Background: an optimization exercise with open tools, aiming at small area. Do not read the settings as production practice. The RTL was checked by simulation tests, not by an equivalence proof against the original design. Power figures rest on the tool's default switching activity, not on a simulated workload.

==> cedar <==
// data_mem_256x8
module data_mem_256x8 #(
    parameter int AW = 8,
    parameter int DW = 8
) (
    input  logic          CLK,
    input  logic          reset_i,
    input  logic [AW-1:0] DataAddress,
    input  logic          ReadMem,
    input  logic          WriteMem,
    input  logic [DW-1:0] DataIn,
    output logic [DW-1:0] DataOut
);
==> flow/config.mk <==
export PLATFORM = sky130hd
export DESIGN_NAME = data_mem_256x8
export DESIGN_NICKNAME = data_mem_256x8
export VERILOG_FILES = /design/flow/design.v
export SDC_FILE = /design/flow/constraint.sdc
export NUM_CORES = 4
export LEC_CHECK = 0
export CAP_MARGIN = 10
export CORE_MARGIN = 2
export CORE_UTILIZATION = 80
export CTS_BUF_LIST = sky130_fd_sc_hd__clkbuf_8
export CTS_CLUSTER_DIAMETER = 60
export CTS_CLUSTER_SIZE = 16
export SLEW_MARGIN = 10
export SYNTH_HIERARCHICAL = 1
export SYNTH_MINIMUM_KEEP_SIZE = 0
==> flow/constraint.sdc <==
create_clock -name core_clock -period 10.0 [get_ports {CLK}]
set_input_delay 2.0000 -clock core_clock [delete_from_list [all_inputs] [get_ports {CLK}]]
set_output_delay 2.0000 -clock core_clock [all_outputs]
set_load 0.01 [all_outputs]
run.sh (not shown) runs the stock make flow with config.mk's settings and CLKGATE_MAP_FILE= SYNTH_SCRIPT=/design/flow/synth_recipe.tcl, a recipe that flattens the netlist after the stock synthesis.
==> violet: changes against cedar <==
==> flow/config.mk (replaced) <==
export PLATFORM = sky130hd
export DESIGN_NAME = data_mem_256x8
export DESIGN_NICKNAME = data_mem_256x8
export VERILOG_FILES = /design/flow/design.v
export SDC_FILE = /design/flow/constraint.sdc
export NUM_CORES = 4
export LEC_CHECK = 0
export CAP_MARGIN = 20
export CORE_MARGIN = 2
export CORE_UTILIZATION = 60
export CTS_BUF_LIST = sky130_fd_sc_hd__clkbuf_16
export CTS_CLUSTER_DIAMETER = 80
export CTS_CLUSTER_SIZE = 24
export SLEW_MARGIN = 20
export SYNTH_HIERARCHICAL = 1
export SYNTH_MINIMUM_KEEP_SIZE = 0
==> run notes <==
Between violet and cedar, the lower worst hold slack is in cedar (gap 120 ps). Between violet and cedar, the lower clock power is in cedar (gap about 13%, measured against cedar). Against cedar, the combinational power of violet is higher by about 6%. In violet the utilization is lower than in cedar, by 20 points. Of cedar and violet, cedar has the higher sequential share of layout area (gap 1.8 points). violet produced a clean layout. cedar ran to the end with no violations. Power: cedar is lower than violet (about 3.6%). In synthesized cell count, cedar and violet do not differ. In sequential cell count, cedar and violet do not differ. Of cedar and violet, cedar has the higher count of clock-buffer cells in the layout (gap 54). Between cedar and violet, the lower fmax is in cedar (gap 2.3%, measured against violet).
==> figures <==
metric                                                         violet           cedar
Critical path capture point                                DataOut[1]      DataOut[6]
Met1 Usage GRT                                                  45.8%           57.6%
Period utilisation layout                                       90.9%           93.1%
Routed wirelength normalized by instance count                36.2 um         37.1 um
Detailed-routed wire length on met2                          91900 um        86000 um
Total power                                                   14.2 mW         13.6 mW
Switch Pwr                                                    2.83 mW         2.74 mW
Combinational gate power                                       418 uW          394 uW
Ratio of layout area to synthesized area                       1.085x          1.060x
Global-route wire length before repair                      280000 um       269000 um
Die Outline Area                                         125000 sq um     94100 sq um
Upper clock frequency limit                                   110 MHz         107 MHz
Vertical die dimension                                         354 um          307 um
Initial cell density of the core                                60.3%           80.3%
Diode insertion count for antenna repair                            1               6
Transition time at the pin with the least slew margin         1220 ps         1290 ps
Final non-filler cell total                                      5436            5046
Clock tree buffer count of the final layout                        99             153
Run status                                             finished clean  finished clean
Root buf cell                                               clkbuf_16        clkbuf_8
Final Instance Area                                       79500 sq um     77700 sq um

========
==> delta <==
Another version of the RTL of data_mem_256x8 (not shown whole).
==> flow/config.mk <==
export PLATFORM = sky130hd
export DESIGN_NAME = data_mem_256x8
export DESIGN_NICKNAME = data_mem_256x8
export VERILOG_FILES = /design/flow/design.v
export SDC_FILE = /design/flow/constraint.sdc
export NUM_CORES = 4
export LEC_CHECK = 0
export CAP_MARGIN = 10
export CORE_MARGIN = 2
export CORE_UTILIZATION = 80
export CTS_BUF_LIST = sky130_fd_sc_hd__clkbuf_4
export CTS_CLUSTER_DIAMETER = 40
export CTS_CLUSTER_SIZE = 10
export SLEW_MARGIN = 10
export SYNTH_HIERARCHICAL = 1
export SYNTH_MINIMUM_KEEP_SIZE = 0
==> flow/constraint.sdc <==
create_clock -name core_clock -period 10.0 [get_ports {CLK}]
set_input_delay 2.0000 -clock core_clock [delete_from_list [all_inputs] [get_ports {CLK}]]
set_output_delay 2.0000 -clock core_clock [all_outputs]
set_load 0.01 [all_outputs]
standard.sh (not shown) runs the stock make flow with config.mk's settings and CLKGATE_MAP_FILE= SYNTH_SCRIPT=/design/flow/synth_recipe.tcl, a recipe that flattens the netlist after the stock synthesis.
==> flow/flow/run.sh <==
#!/bin/bash
# The standard layout (standard.sh: the ORFS flow, unchanged synthesis), with three changes:
# clock tree synthesis without dummy loads, on small clock buffers and small sink clusters;
# the port buffers (one per input and output port, as in the standard flow) are buf_1; and
# after global routing, ORFS's power recovery (RECOVER_POWER) downsizes gates off the critical
# paths. All of ORFS's output goes to standard_flow.log here; each step's own log is under
# orfs/logs.
set -euo pipefail
bash standard.sh \
  "CTS_ARGS=-sink_clustering_enable -repair_clock_nets -dont_use_dummy_load -buf_list sky130_fd_sc_hd__clkbuf_4 -sink_clustering_size 10 -sink_clustering_max_diameter 40" \
  "BUFFER_PORTS_ARGS=-buffer_cell sky130_fd_sc_hd__buf_1" \
  RECOVER_POWER=100 \
  finish > standard_flow.log 2>&1
==> xenon: changes against delta <==
--- a/flow/design.v
+++ b/flow/design.v
@@ -1,8 +1,11 @@
 module dm_nor2 (input logic a, input logic b, output logic y);
     assign y = ~(a | b);
 endmodule
+module dm_and2 (input logic a, input logic b, output logic y);
+    assign y = a & b;
+endmodule
 module dm_nand2 (input logic a, input logic b, output logic y);
     assign y = ~(a & b);
 endmodule
 module dm_nand3 (input logic a, input logic b, input logic c, output logic y);
     assign y = ~(a & b & c);
@@ -33,25 +36,19 @@
     logic        wr_en;
     logic [15:0] lo_n;            
     logic [15:0] hi_n;            
     logic [255:0] sel;
     assign wr_en = WriteMem & ~reset_i;
-    logic [7:0] a_n;
-    assign a_n = ~DataAddress;
-    for (genvar j = 0; j < 16; j++) begin : g_pre
-        dm_nand4 u_lo (.a(j[0] ? DataAddress[0] : a_n[0]), .b(j[1] ? DataAddress[1] : a_n[1]),
-                       .c(j[2] ? DataAddress[2] : a_n[2]), .d(j[3] ? DataAddress[3] : a_n[3]),
-                       .y(lo_n[j]));
-        dm_nand4 u_hi (.a(j[0] ? DataAddress[4] : a_n[4]), .b(j[1] ? DataAddress[5] : a_n[5]),
-                       .c(j[2] ? DataAddress[6] : a_n[6]), .d(j[3] ? DataAddress[7] : a_n[7]),
-                       .y(hi_n[j]));
+    always_comb begin
+        for (int j = 0; j < 16; j++) begin
+            lo_n[j] = ~(DataAddress[3:0] == j[3:0]);
+            hi_n[j] = ~(DataAddress[7:4] == j[3:0]);
+        end
     end
     logic [15:0] whi;
-    logic        wr_dis;
-    assign wr_dis = ~wr_en;
     for (genvar j = 0; j < 16; j++) begin : g_whi
-        dm_nor2 u_whi (.a(wr_dis), .b(hi_n[j]), .y(whi[j]));
+        dm_and2 u_whi (.a(wr_en), .b(~hi_n[j]), .y(whi[j]));
     end
     always_ff @(posedge CLK) begin
         for (int j = 0; j < 16; j++) begin
             if (whi[j]) begin
                 my_memory[{j[3:0], DataAddress[3:0]}] <= DataIn;
==> flow/flow/run.sh (replaced) <==
#!/bin/bash
# The standard layout (standard.sh: the ORFS flow, unchanged synthesis), with one change:
# clock tree synthesis without dummy loads, on small clock buffers and small sink clusters.
# All of ORFS's output goes to standard_flow.log here; each step's own log is under orfs/logs.
set -euo pipefail
bash standard.sh \
  "CTS_ARGS=-sink_clustering_enable -repair_clock_nets -dont_use_dummy_load -buf_list sky130_fd_sc_hd__clkbuf_4 -sink_clustering_size 10 -sink_clustering_max_diameter 40" \
  finish > standard_flow.log 2>&1
==> indigo: changes against delta <==
--- a/flow/design.v
+++ b/flow/design.v
@@ -1,8 +1,11 @@
 module dm_nor2 (input logic a, input logic b, output logic y);
     assign y = ~(a | b);
 endmodule
+module dm_and2 (input logic a, input logic b, output logic y);
+    assign y = a & b;
+endmodule
 module dm_nand2 (input logic a, input logic b, output logic y);
     assign y = ~(a & b);
 endmodule
 module dm_nand3 (input logic a, input logic b, input logic c, output logic y);
     assign y = ~(a & b & c);
@@ -33,25 +36,19 @@
     logic        wr_en;
     logic [15:0] lo_n;            
     logic [15:0] hi_n;            
     logic [255:0] sel;
     assign wr_en = WriteMem & ~reset_i;
-    logic [7:0] a_n;
-    assign a_n = ~DataAddress;
-    for (genvar j = 0; j < 16; j++) begin : g_pre
-        dm_nand4 u_lo (.a(j[0] ? DataAddress[0] : a_n[0]), .b(j[1] ? DataAddress[1] : a_n[1]),
-                       .c(j[2] ? DataAddress[2] : a_n[2]), .d(j[3] ? DataAddress[3] : a_n[3]),
-                       .y(lo_n[j]));
-        dm_nand4 u_hi (.a(j[0] ? DataAddress[4] : a_n[4]), .b(j[1] ? DataAddress[5] : a_n[5]),
-                       .c(j[2] ? DataAddress[6] : a_n[6]), .d(j[3] ? DataAddress[7] : a_n[7]),
-                       .y(hi_n[j]));
+    always_comb begin
+        for (int j = 0; j < 16; j++) begin
+            lo_n[j] = ~(DataAddress[3:0] == j[3:0]);
+            hi_n[j] = ~(DataAddress[7:4] == j[3:0]);
+        end
     end
     logic [15:0] whi;
-    logic        wr_dis;
-    assign wr_dis = ~wr_en;
     for (genvar j = 0; j < 16; j++) begin : g_whi
-        dm_nor2 u_whi (.a(wr_dis), .b(hi_n[j]), .y(whi[j]));
+        dm_and2 u_whi (.a(wr_en), .b(~hi_n[j]), .y(whi[j]));
     end
     always_ff @(posedge CLK) begin
         for (int j = 0; j < 16; j++) begin
             if (whi[j]) begin
                 my_memory[{j[3:0], DataAddress[3:0]}] <= DataIn;
==> sierra: changes against delta <==
--- a/flow/design.v
+++ b/flow/design.v
@@ -33,31 +33,19 @@
     logic        wr_en;
     logic [15:0] lo_n;            
     logic [15:0] hi_n;            
     logic [255:0] sel;
     assign wr_en = WriteMem & ~reset_i;
-    logic [7:0] a_n;
-    assign a_n = ~DataAddress;
-    for (genvar j = 0; j < 16; j++) begin : g_pre
-        dm_nand4 u_lo (.a(j[0] ? DataAddress[0] : a_n[0]), .b(j[1] ? DataAddress[1] : a_n[1]),
-                       .c(j[2] ? DataAddress[2] : a_n[2]), .d(j[3] ? DataAddress[3] : a_n[3]),
-                       .y(lo_n[j]));
-        dm_nand4 u_hi (.a(j[0] ? DataAddress[4] : a_n[4]), .b(j[1] ? DataAddress[5] : a_n[5]),
-                       .c(j[2] ? DataAddress[6] : a_n[6]), .d(j[3] ? DataAddress[7] : a_n[7]),
-                       .y(hi_n[j]));
-    end
-    logic [15:0] whi;
-    logic        wr_dis;
-    assign wr_dis = ~wr_en;
-    for (genvar j = 0; j < 16; j++) begin : g_whi
-        dm_nor2 u_whi (.a(wr_dis), .b(hi_n[j]), .y(whi[j]));
+    always_comb begin
+        for (int j = 0; j < 16; j++) begin
+            lo_n[j] = ~(DataAddress[3:0] == j[3:0]);
+            hi_n[j] = ~(DataAddress[7:4] == j[3:0]);
+        end
     end
     always_ff @(posedge CLK) begin
-        for (int j = 0; j < 16; j++) begin
-            if (whi[j]) begin
-                my_memory[{j[3:0], DataAddress[3:0]}] <= DataIn;
-            end
+        if (wr_en) begin
+            my_memory[DataAddress] <= DataIn;
         end
     end
     dm_nor2  u_sl0 (.a(lo_n[0]), .b(hi_n[0]), .y(sel[0]));
     dm_nor2  u_sl1 (.a(lo_n[1]), .b(hi_n[0]), .y(sel[1]));
     dm_nor2  u_sl2 (.a(lo_n[2]), .b(hi_n[0]), .y(sel[2]));
==> flow/run.sh (new file) <==
#!/bin/bash
# synth_recipe.tcl (not shown) runs the flow's synth.tcl, then flattens the netlist and writes it again
# the make line also repeats each setting of config.mk as NAME=value (left out here)
make -C /OpenROAD-flow-scripts/flow DESIGN_CONFIG=/design/flow/config.mk WORK_HOME=/design/flow/orfs CLKGATE_MAP_FILE= SYNTH_SCRIPT=/design/flow/synth_recipe.tcl finish
CAP_MARGIN = 20   (was 10)
CORE_UTILIZATION = 60   (was 80)
CTS_BUF_LIST = sky130_fd_sc_hd__clkbuf_8   (was sky130_fd_sc_hd__clkbuf_4)
CTS_CLUSTER_DIAMETER = 60   (was 40)
CTS_CLUSTER_SIZE = 16   (was 10)
SLEW_MARGIN = 20   (was 10)
removed: flow/flow/run.sh
removed: flow/standard.sh
==> summary.md <==
| Metric | Value |
|---|---|
| Status | complete, but fails checks |
| Fail Reasons | capacitance limit, slew limit |
| RD Place Congestion | 0.9734 |
| WL met2 | 86360 µm |
| All-Layer GR Usage | 40.71% |
| Max cap viols | 29 |
| Sequential area share after synthesis | 83.99% |
| Crit path depth | 11 |
| Max-slew violations | 2106 |
| Share of the synthesized area in the top cell type | 83.99% |
| Setup WS pre-CTS | 1.807 ns |
| Net Sw Power | 2723 µW |
| Met1 GRT Util | 57.54% |
| Routed met1 length | 60320 µm |
| Final Critical Period | 9.214 ns |
| Critical-path cell list | buf_2, nor2b_1, nand3_1, clkbuf_1, nor2_1, a222oi_1, nand4_1, nor2_1, nand4_1, o31a_1, buf_1 |
Source of the figures above: indigo

==> summary.md <==
| Metric | Value |
|---|---|
| Status | timing/DRC/antenna clean |
| Share of the synthesized area in the top cell type | 83.99% |
| Multi-input combinational area share | 14.86% |
| Routed met1 length | 61000 µm |
| Final Critical Period | 9.301 ns |
| Synth Warn # | 7 |
| All-Layer GR Usage | 41.30% |
| Critical-path cell list | clkdlybuf4s50_1, nor2_1, nand2_1, buf_4, nor2_1, a222oi_1, nand4_1, nor2_1, nand4_1, o31a_1, clkdlybuf4s50_1 |
| Crit path depth | 11 |
| Combinational share of power | 3.0% |
| Net Sw Power | 2752 µW |
| Max-slew violations | 0 |
| Crit Path Class | input port to primary output |
| Setup WS pre-CTS | 0.9826 ns |
| RD Place Congestion | 0.9318 |
| Max cap viols | 0 |
| WL met2 | 87070 µm |
Source of the figures above: xenon

==> summary.md <==
| Metric | Value |
|---|---|
| Largest cells by area after synthesis | edfxtp_1 (84%), a222oi_1 (9.3%), nor2_1 (3.2%), nand4_1 (1.9%), nand3b_1 (0.33%) |
| Status | complete, but fails checks |
| Net Sw Power | 2723 µW |
| Final Critical Period | 8.862 ns |
| LEAKAGE | 0.02240 µW |
| CP most frequent cell | nand4_1 |
| Crit path depth | 11 |
| WL met2 | 85600 µm |
| Fail Reasons | capacitance limit, slew limit |
| Setup WS pre-CTS | 1.759 ns |
| Max cap viols | 33 |
| RD Place Congestion | 0.9497 |
| Routed met1 length | 59160 µm |
| Sequential area share after synthesis | 84.31% |
| Max-slew violations | 2334 |
| Mux share of post-synthesis cell area | 0% |
| Met1 GRT Util | 57.97% |
Source of the figures above: delta

==> summary.md <==
| Metric | Value |
|---|---|
| Highest clock rate | 110.0 MHz |
| Max-slew violations | 0 |
| Met1 GRT Util | 45.81% |
| Final Critical Period | 9.088 ns |
| Critical-path cell list | clkdlybuf4s50_1, or4b_2, buf_4, nor2_1, a222oi_1, nand4_1, nor2_1, nand3_1, o31a_1, clkdlybuf4s50_1 |
| Share of the synthesized area in the top cell type | 83.89% |
| Crit path depth | 10 |
| Status | timing/DRC/antenna clean |
| Net Sw Power | 2865 µW |
| Final Instance Count excl. Fillers | 5517 |
| WL met2 | 92430 µm |
| All-Layer GR Usage | 31.27% |
| RD Place Congestion | 0.9259 |
| Sequential area share after synthesis | 83.89% |
| Setup WS pre-CTS | 1.063 ns |
| Routed met1 length | 75750 µm |
Source of the figures above: sierra

-- port drivers added, routing unchanged --
No port has a modelled driver above. Below, the same layouts with a new extraction and two added sets of constraints. Step 1 sets driving cells, clkbuf_16 on the clock port and buf_2 on the other inputs (assumed; they add their load-dependent delay and slew). Step 2 adds t to the input delays and takes it off the output delays; t is the mean of the earliest and latest rising clock arrival at the registers after step 1. Input paths then give back, and output paths get back, about the clock's delay inside the block. Slacks: ideal ports / drivers / drivers and shift; pairs: ideal ports / drivers.
run | t (ns) | slack for setup (ns) | hold WS [ns] | latest minus earliest clock arrival (ns)
cedar | 0.933 | 0.693 / 0.600 / 0.600 | 1.709 / 1.676 / 2.609 | 0.029 / 0.028
violet | 0.788 | 0.912 / 0.883 / 0.883 | 1.832 / 1.780 / 2.568 | 0.041 / 0.041
delta | 1.222 | 1.138 / 1.058 / 0.081 | 1.635 / 1.591 / 2.814 | 0.090 / 0.089
xenon | 1.255 | 0.699 / 0.665 / 0.665 | 1.352 / 1.317 / 2.572 | 0.068 / 0.068
indigo | 1.241 | 0.786 / 0.648 / -0.016 | 1.189 / 1.143 / 2.384 | 0.070 / 0.070
sierra | 0.968 | 0.912 / 0.883 / 0.883 | 1.654 / 1.614 / 2.582 | 0.043 / 0.043
The setup slack of delta, which loses most, moves by -0.080 ns with the drivers and by -1.057 ns with both steps.
